What follows belongs to an exercise in optimizing a design on an open flow for small area, a short achievable clock period and few clock cycles per item; a production flow would make more cautious choices. At most, simulation tests tie the RTL to the original design; equivalence was not proved.

Setup of 03-19:
Design md_iter_unit, start of the top module:
module md_iter_unit #(
  parameter int unsigned WIDTH = 32
) (
  input  logic             clk,
  input  logic             rst_n,
  input  logic             start,
  input  logic [2:0]       funct3,
  input  logic [WIDTH-1:0] op1,
  input  logic [WIDTH-1:0] op2,
  input  logic             flush,
  output logic             busy,
  output logic             done,
  output logic [WIDTH-1:0] result,
  output logic             zero
);
Size: roughly 3100 cells after synthesis, about 23000 sq um of cells after synthesis.
export LEC_CHECK = 0
export CAP_MARGIN = 10
export CORE_MARGIN = 2
export CORE_UTILIZATION = 40
export PLACE_DENSITY = 0.6
export SLEW_MARGIN = 10
create_clock -name core_clock -period 10.5 [get_ports {clk}]
standard.sh (not shown) runs the stock make flow with config.mk's settings and CLKGATE_MAP_FILE= SYNTH_SCRIPT=/design/flow/synth_recipe.tcl, a recipe that flattens the netlist after the stock synthesis.
==> flow/flow/run.sh <==
#!/bin/bash
# Standard ORFS layout with two changes in how it is made (clock, constraints and steps stay
# the design's): port buffers use buf_2 rather than the cell buffer_ports picks by default,
# and repair_timing is asked to leave the setup margin in flow/margin.txt.
set -euo pipefail
MARGIN=$(cat flow/margin.txt)
bash standard.sh SETUP_SLACK_MARGIN=$MARGIN \
  "BUFFER_PORTS_ARGS=-buffer_cell sky130_fd_sc_hd__buf_2" finish > flow_standard.log 2>&1
==> flow/flow/margin.txt <==
5.5
[inputs] 12-26 vs 03-19
--- a/flow/design.v
+++ b/flow/design.v
@@ -60,33 +60,34 @@
     for (int i = 1; i < 32; i++) begin
       if (!v[i] && v[i-1]) ok = 1'b0;
     end
     ones_then_zeros = ok;
   endfunction
   logic        sx_in, sy_in;
   logic [5:0]  wx_in, wy_in;
   logic        swap_in;
   logic [5:0]  wm_in;
-  logic [4:0]  winx_in, winy_in;
+  logic [36:0] mext_in;
+  logic [4:0]  win_in;
   always_comb begin
     if (!funct3[2]) begin
       sx_in = (funct3[1:0] != 2'b11) && op1[31];
       sy_in = !funct3[1] && op2[31];
     end else begin
       sx_in = !funct3[0] && op1[31];
       sy_in = !funct3[0] && op2[31];
     end
     wx_in   = (op1[31] && !sx_in) ? 6'd32 : width32(op1 ^ {32{op1[31]}});
     wy_in   = (op2[31] && !sy_in) ? 6'd32 : width32(op2 ^ {32{op2[31]}});
     swap_in = !funct3[2] && (wx_in < wy_in);
     wm_in   = swap_in ? wx_in : wy_in;
-    winx_in = 5'({{4{sx_in}}, op1, 1'b0} >> {wx_in[5:2], 2'b00});
-    winy_in = 5'({{4{sy_in}}, op2, 1'b0} >> {wy_in[5:2], 2'b00});
+    mext_in = swap_in ? {{4{sx_in}}, op1, 1'b0} : {{4{sy_in}}, op2, 1'b0};
+    win_in  = 5'(mext_in >> {wm_in[5:2], 2'b00});
   end
   logic        is_mul;
   logic [6:0]  sdiv;
   logic        yzero;
   logic [35:0] sh_in;
   logic [5:0]  sh_amt;
   logic [35:0] sh_out;
   logic [31:0] xneg;
   always_comb begin
@@ -219,20 +220,19 @@
     endcase
     if (!ready) begin
       if (flush) state_d = StIdle;
     end
     if (ready) begin
       xr_d    = swap_in ? op2 : op1;
       yr_d    = {4'b0000, swap_in ? op1 : op2};
       sy_d    = swap_in ? sx_in : sy_in;
       xs_d    = swap_in ? sy_in : sx_in;
-      bc_d    = swap_in ? {booth_dec(winx_in[4:2]), booth_dec(winx_in[2:0])}
-                        : {booth_dec(winy_in[4:2]), booth_dec(winy_in[2:0])};
+      bc_d    = {booth_dec(win_in[4:2]), booth_dec(win_in[2:0])};
       acc_d   = 64'd0;
       kq_d    = 2'b00;
       rsel_d  = 2'd0;
       state_d = accept ? StPrep : StIdle;
     end
   end
   always_ff @(posedge clk or negedge rst_n) begin
     if (!rst_n) begin
       state_q <= StIdle;
### Flow results
12-26 vs. 03-19: routed length on met3 shows an increase of 3500 um; highest attainable clock frequency moved down; global-route wire length before repair shows an increase of 4.0%; fraction of area in clock buffers and inverters barely changed.
Between 03-19 and 12-26, the core footprint is higher for 03-19.
Delta(worst setup slack, 12-26 - 03-19) < 0
12-26 against 03-19: clock buffer count in the final layout down 1; final design instance area without fill up 570 sq um; global-route usage up 2.3 points.
Testbench counts of 12-26, summed over its fixed seeds: cycles 147,735, items 24,000.
Function not checked in 03-19: the RTL went through the layout flow alone.

---

The RTL this note starts from:
==> flow/design.v <==
module md_iter_unit #(
  parameter int unsigned WIDTH = 32
) (
  input  logic             clk,
  input  logic             rst_n,
  input  logic             start,
  input  logic [2:0]       funct3,
  input  logic [WIDTH-1:0] op1,
  input  logic [WIDTH-1:0] op2,
  input  logic             flush,
  output logic             busy,
  output logic             done,
  output logic [WIDTH-1:0] result,
  output logic             zero
);
  typedef enum logic [2:0] {
    StIdle = 3'd0,
    StPrep = 3'd1,
    StMul  = 3'd2,
    StDiv  = 3'd3,
    StFix  = 3'd4,
    StDone = 3'd5,
    StMfix = 3'd6
  } state_e;
  state_e      state_q, state_d;
  logic [31:0] xr_q, xr_d;       
  logic [35:0] yr_q, yr_d;       
  logic [63:0] acc_q, acc_d;     
  logic [2:0]  f_q, f_d;         
  logic [5:0]  cnt_q, cnt_d;     
  logic        sx_q, sx_d;       
  logic        sy_q, sy_d;       
  logic [5:0]  wx_q, wx_d;       
  logic [5:0]  wy_q, wy_d;
  logic [5:0]  ex_q, ex_d;       
  logic [5:0]  ey_q, ey_d;
  logic        xs_q, xs_d;       
  logic        fix_q, fix_d;     
  logic [5:0]  bc_q, bc_d;       
  logic [1:0]  rsel_q, rsel_d;   
  logic [1:0]  kq_q, kq_d;       
  logic mfix_done;
  logic ready;
  logic accept;
  assign mfix_done = (state_q == StMfix) && (kq_q == 2'b00);
  assign ready     = (state_q == StIdle) || (state_q == StDone) || mfix_done;
  assign accept    = start && !flush && ready;
  function automatic logic [5:0] width32(input logic [31:0] v);
    logic [5:0] w;
    w = 6'd0;
    for (int i = 0; i < 32; i++) begin
      if (v[i]) w = 6'(i + 1);
    end
    width32 = w;
  endfunction
  function automatic logic ones_then_zeros(input logic [31:0] v);
    logic ok;
    ok = 1'b1;
    for (int i = 1; i < 32; i++) begin
      if (!v[i] && v[i-1]) ok = 1'b0;
    end
    ones_then_zeros = ok;
  endfunction
  logic sx_in, sy_in;
  always_comb begin
    if (!funct3[2]) begin
      sx_in = (funct3[1:0] != 2'b11) && op1[31];
      sy_in = !funct3[1] && op2[31];
    end else begin
      sx_in = !funct3[0] && op1[31];
      sy_in = !funct3[0] && op2[31];
    end
  end
  logic        is_mul;
  logic [6:0]  sdiv;
  logic        yzero;
  logic        swap;
  logic [5:0]  wsm;
  logic [3:0]  nstep;
  logic [32:0] mplier;
  logic [31:0] mcand;
  logic        mcand_s;
  logic [35:0] sh_in;
  logic [5:0]  sh_amt;
  logic [35:0] sh_out;
  logic [31:0] xneg;
  always_comb begin
    is_mul  = !f_q[2];
    sdiv    = {1'b0, ex_q} - {1'b0, ey_q};
    yzero   = (wy_q == 6'd0) && !sy_q;
    swap    = (wx_q < wy_q);
    wsm     = (swap ? wx_q : wy_q) + 6'd1;   
    nstep   = 4'((wsm + 6'd3) >> 2);         
    mplier  = swap ? {sx_q, xr_q} : {sy_q, yr_q[31:0]};
    mcand   = swap ? yr_q[31:0] : xr_q;
    mcand_s = swap ? sy_q : sx_q;
    if (is_mul) begin
      sh_in  = {{3{mplier[32]}}, mplier};
      sh_amt = 6'd36 - {nstep, 2'b00};
    end else begin
      sh_in  = {{4{sy_q}}, yr_q[31:0]};
      sh_amt = sdiv[5:0];
    end
    sh_out = sh_in << sh_amt;
    neg_in = (rsel_q == 2'd1) ? acc_q[31:0] : xr_q;
    xneg   = ~neg_in + 32'd1;
  end
  function automatic logic [2:0] booth_dec(input logic [2:0] bd);
    logic z, two, neg;
    z   = (bd == 3'b000) || (bd == 3'b111);
    two = (bd == 3'b011) || (bd == 3'b100);
    neg = bd[2] && !z;
    booth_dec = {z, two, neg};
  endfunction
  function automatic logic [34:0] booth_pp(input logic [2:0] bc, input logic [32:0] x);
    logic [33:0] mag;
    if (bc[2])      mag = 34'd0;
    else if (bc[1]) mag = {x, 1'b0};
    else            mag = {x[32], x};
    booth_pp = {bc[0], bc[0] ? ~mag : mag};
  endfunction
  logic [34:0] pph, ppl;
  logic [37:0] t1, t2, t3, csa_s, csa_c;
  logic [37:0] sum_low;
  logic [27:0] up_add, up_in, up_t, up_inc;
  logic        up_run;
  logic [63:0] acc_mul;
  always_comb begin
    pph     = booth_pp(bc_q[5:3], {xs_q, xr_q});
    ppl     = booth_pp(bc_q[2:0], {xs_q, xr_q});
    t1      = {2'b00, acc_q[31:0], 1'b0, pph[34], 1'b0, ppl[34]};
    t2      = {{2{pph[33]}}, pph[33:0], 2'b00};
    t3      = {{4{ppl[33]}}, ppl[33:0]};
    csa_s   = t1 ^ t2 ^ t3;
    csa_c   = {((t1[36:0] & t2[36:0]) | (t1[36:0] & t3[36:0]) | (t2[36:0] & t3[36:0])), 1'b0};
    sum_low = csa_s + csa_c;
    up_in  = (state_q == StMfix) ? acc_q[63:36] : {acc_q[59:36], {4{!kq_q[1]}}};
    up_t   = kq_q[1] ? ~up_in : up_in;
    up_run = 1'b1;
    for (int i = 0; i < 28; i++) begin
      up_inc[i] = up_in[i] ^ (up_run && (kq_q != 2'b00));
      up_run    = up_run && up_t[i];
    end
    up_add = (state_q == StMfix) ? up_inc : {up_inc[27:4], acc_q[35:32]};
    acc_mul = {up_add, sum_low[35:0]};
  end
  logic [33:0] trial;
  logic        q_bit;
  logic [31:0] rem_next;
  logic [31:0] quo_next;
  logic [31:0] neg_in;
  always_comb begin
    trial    = {2'b00, xr_q} + (sy_q ? yr_q[33:0] : ~yr_q[33:0]) + 34'(!sy_q);
    q_bit    = !trial[33];
    rem_next = q_bit ? trial[31:0] : xr_q;
    quo_next = {acc_q[30:0], q_bit};
  end
  always_comb begin
    state_d = state_q;
    xr_d    = xr_q;
    yr_d    = {yr_q[31:0], 4'b0000};
    acc_d   = acc_mul;
    cnt_d   = cnt_q - 6'd1;
    sy_d    = sy_q;
    xs_d    = xs_q;
    fix_d   = fix_q;
    bc_d    = {booth_dec(yr_q[31:29]), booth_dec(yr_q[29:27])};
    rsel_d  = rsel_q;
    kq_d    = sum_low[37:36];
    f_d     = funct3;
    sx_d    = sx_in;
    wx_d    = (op1[31] && !sx_in) ? 6'd32 : width32(op1 ^ {32{op1[31]}});
    wy_d    = (op2[31] && !sy_in) ? 6'd32 : width32(op2 ^ {32{op2[31]}});
    ex_d    = wx_d + 6'(sx_in && ones_then_zeros(op1));
    ey_d    = wy_d + 6'(sy_in && ones_then_zeros(op2));
    unique case (state_q)
      StPrep: begin
        if (is_mul) begin
          xr_d    = mcand;
          xs_d    = mcand_s;
          yr_d    = sh_out;
          bc_d    = {booth_dec(sh_out[35:33]), booth_dec(sh_out[33:31])};
          acc_d   = 64'd0;
          kq_d    = 2'b00;
          cnt_d   = 6'(nstep) - 6'd1;
          rsel_d  = (f_q[1:0] == 2'b00) ? 2'd1 : 2'd2;
          state_d = StMul;
        end else if (yzero || sdiv[6]) begin
          acc_d   = {32'd0, {32{yzero}}};
          rsel_d  = f_q[1] ? 2'd0 : 2'd1;
          state_d = StDone;
        end else begin
          xr_d    = sx_q ? xneg : xr_q;
          yr_d    = sh_out;
          acc_d   = 64'd0;
          cnt_d   = sdiv[5:0];
          fix_d   = f_q[1] ? sx_q : (sx_q ^ sy_q);
          rsel_d  = f_q[1] ? 2'd0 : 2'd1;
          state_d = StDiv;
        end
      end
      StMul: begin
        if (cnt_q == 6'd0) begin
          state_d = rsel_q[1] ? StMfix : StDone;
        end
      end
      StMfix: begin
        acc_d   = {up_add, acc_q[35:0]};
        state_d = StDone;
      end
      StDiv: begin
        acc_d = {32'd0, quo_next};
        xr_d  = rem_next;
        yr_d  = {yr_q[35], yr_q[35:1]};
        if (cnt_q == 6'd0) begin
          state_d = fix_q ? StFix : StDone;
        end
      end
      StFix: begin
        xr_d    = xneg;
        rsel_d  = 2'd0;
        state_d = StDone;
      end
      default: begin
        state_d = StIdle;
      end
    endcase
    if (!ready) begin
      if (flush) state_d = StIdle;
    end
    if (ready) begin
      xr_d    = op1;
      yr_d    = {4'b0000, op2};
      sy_d    = sy_in;
      rsel_d  = 2'd0;
      state_d = accept ? StPrep : StIdle;
    end
  end
  always_ff @(posedge clk or negedge rst_n) begin
    if (!rst_n) begin
      state_q <= StIdle;
    end else begin
      state_q <= state_d;
    end
  end
  always_ff @(posedge clk) begin
    xr_q  <= xr_d;
    yr_q  <= yr_d;
    acc_q <= acc_d;
    f_q   <= f_d;
    cnt_q <= cnt_d;
    sx_q  <= sx_d;
    sy_q  <= sy_d;
    wx_q  <= wx_d;
    wy_q  <= wy_d;
    ex_q  <= ex_d;
    ey_q  <= ey_d;
    xs_q  <= xs_d;
    kq_q  <= kq_d;
    fix_q <= fix_d;
    bc_q  <= bc_d;
    rsel_q <= rsel_d;
  end
  always_comb begin
    busy   = !ready;
    done   = (state_q == StDone) || mfix_done;
    if (rsel_q[0]) begin
      result = acc_q[31:0];
      zero   = (acc_q[31:0] == 32'd0);
    end else if (rsel_q[1]) begin
      result = acc_q[63:32];
      zero   = (acc_q[63:32] == 32'd0);
    end else begin
      result = xr_q;
      zero   = (xr_q == 32'd0);
    end
  end
endmodule
clock: 10.5 ns
lec_check: 0
cap_margin: 10
core_margin: 2
core_utilization: 40
cts_buf_list: sky130_fd_sc_hd__clkbuf_8
cts_cluster_size: 20
place_density: 0.6
slew_margin: 10
Scripts as last shown in full above: flow/flow/run.sh, flow/flow/margin.txt
Testbench counts at the start, summed over its fixed seeds: cycles 160,991, items 24,000.
==> next run, changes <==
--- a/flow/design.v
+++ b/flow/design.v
@@ -30,23 +30,19 @@
   logic [5:0]  cnt_q, cnt_d;     
   logic        sx_q, sx_d;       
   logic        sy_q, sy_d;       
   logic [5:0]  wx_q, wx_d;       
   logic [5:0]  wy_q, wy_d;
-  logic [5:0]  ex_q, ex_d;       
-  logic [5:0]  ey_q, ey_d;
+  logic        mx_q, mx_d;       
+  logic        my_q, my_d;
   logic        xs_q, xs_d;       
   logic        fix_q, fix_d;     
   logic [5:0]  bc_q, bc_d;       
   logic [1:0]  rsel_q, rsel_d;   
   logic [1:0]  kq_q, kq_d;       
-  logic mfix_done;
-  logic ready;
   logic accept;
-  assign mfix_done = (state_q == StMfix) && (kq_q == 2'b00);
-  assign ready     = (state_q == StIdle) || (state_q == StDone) || mfix_done;
-  assign accept    = start && !flush && ready;
+  assign accept = start && !flush && (state_q == StIdle || state_q == StDone);
   function automatic logic [5:0] width32(input logic [31:0] v);
     logic [5:0] w;
     w = 6'd0;
     for (int i = 0; i < 32; i++) begin
       if (v[i]) w = 6'(i + 1);
@@ -84,11 +80,11 @@
   logic [5:0]  sh_amt;
   logic [35:0] sh_out;
   logic [31:0] xneg;
   always_comb begin
     is_mul  = !f_q[2];
-    sdiv    = {1'b0, ex_q} - {1'b0, ey_q};
+    sdiv    = {1'b0, wx_q} + 7'(mx_q) - {1'b0, wy_q} - 7'(my_q);
     yzero   = (wy_q == 6'd0) && !sy_q;
     swap    = (wx_q < wy_q);
     wsm     = (swap ? wx_q : wy_q) + 6'd1;   
     nstep   = 4'((wsm + 6'd3) >> 2);         
     mplier  = swap ? {sx_q, xr_q} : {sy_q, yr_q[31:0]};
@@ -169,12 +165,12 @@
     kq_d    = sum_low[37:36];
     f_d     = funct3;
     sx_d    = sx_in;
     wx_d    = (op1[31] && !sx_in) ? 6'd32 : width32(op1 ^ {32{op1[31]}});
     wy_d    = (op2[31] && !sy_in) ? 6'd32 : width32(op2 ^ {32{op2[31]}});
-    ex_d    = wx_d + 6'(sx_in && ones_then_zeros(op1));
-    ey_d    = wy_d + 6'(sy_in && ones_then_zeros(op2));
+    mx_d    = sx_in && ones_then_zeros(op1);
+    my_d    = sy_in && ones_then_zeros(op2);
     unique case (state_q)
       StPrep: begin
         if (is_mul) begin
           xr_d    = mcand;
           xs_d    = mcand_s;
@@ -199,11 +195,11 @@
           state_d = StDiv;
         end
       end
       StMul: begin
         if (cnt_q == 6'd0) begin
-          state_d = rsel_q[1] ? StMfix : StDone;
+          state_d = (rsel_q == 2'd2 && sum_low[37:36] != 2'b00) ? StMfix : StDone;
         end
       end
       StMfix: begin
         acc_d   = {up_add, acc_q[35:0]};
         state_d = StDone;
@@ -223,14 +219,15 @@
       end
       default: begin
         state_d = StIdle;
       end
     endcase
-    if (!ready) begin
+    if (state_q == StPrep || state_q == StMul || state_q == StDiv || state_q == StFix ||
+        state_q == StMfix) begin
       if (flush) state_d = StIdle;
     end
-    if (ready) begin
+    if (state_q == StIdle || state_q == StDone) begin
       xr_d    = op1;
       yr_d    = {4'b0000, op2};
       sy_d    = sy_in;
       rsel_d  = 2'd0;
       state_d = accept ? StPrep : StIdle;
@@ -251,21 +248,22 @@
     cnt_q <= cnt_d;
     sx_q  <= sx_d;
     sy_q  <= sy_d;
     wx_q  <= wx_d;
     wy_q  <= wy_d;
-    ex_q  <= ex_d;
-    ey_q  <= ey_d;
+    mx_q  <= mx_d;
+    my_q  <= my_d;
     xs_q  <= xs_d;
     kq_q  <= kq_d;
     fix_q <= fix_d;
     bc_q  <= bc_d;
     rsel_q <= rsel_d;
   end
   always_comb begin
-    busy   = !ready;
-    done   = (state_q == StDone) || mfix_done;
+    busy   = (state_q == StPrep) || (state_q == StMul) || (state_q == StDiv) ||
+             (state_q == StFix) || (state_q == StMfix);
+    done   = (state_q == StDone);
     if (rsel_q[0]) begin
       result = acc_q[31:0];
       zero   = (acc_q[31:0] == 32'd0);
     end else if (rsel_q[1]) begin
       result = acc_q[63:32];
Effect: Die area climbs by about 1.4%; wire length climbs by about 6%; clock-buffer cell count drops by 1; cell count climbs by about 2.5%; sequential share of layout area drops by 0.83 points; via count climbs by about 4%; non-clock buffer count drops by 6; setup slack is better by 0.053 ns; global-route usage climbs by 1.4 points; cell area stays flat; maximum frequency climbs by 1.1%.
Testbench counts after the change, summed over its fixed seeds: cycles 160,991, items 24,000.

==> re-timing with driven ports <==
Ports are ideal in the flow. The routed layouts listed here were re-timed in OpenROAD.
Step 1 assumes that a clkbuf_16 drives the clock port and a buf_2 every other input.
Step 2 also shifts input and output timing later by t, the mid clock arrival at the registers, as if the neighbouring blocks saw the same clock.
Three values: ideal ports, drivers, drivers and shift; two values: the first two.
run | shift t [ns] | setup WS [ns] | worst setup path after step 2
03-19 | 0.552 | 5.531 / 5.546 / 4.994 | input to register
12-26 | 0.553 | 4.219 / 4.177 / 3.624 | input to register
the first run of note 2 | 0.653 | 5.609 / 5.609 / 5.133 | input to register
the second run of note 2 | 0.665 | 5.662 / 5.604 / 5.701 | register to register
After both steps every run listed still meets setup and hold. For 12-26, which loses most, drivers alone change the setup slack by -0.042 ns; drivers and shift together by -0.595 ns.
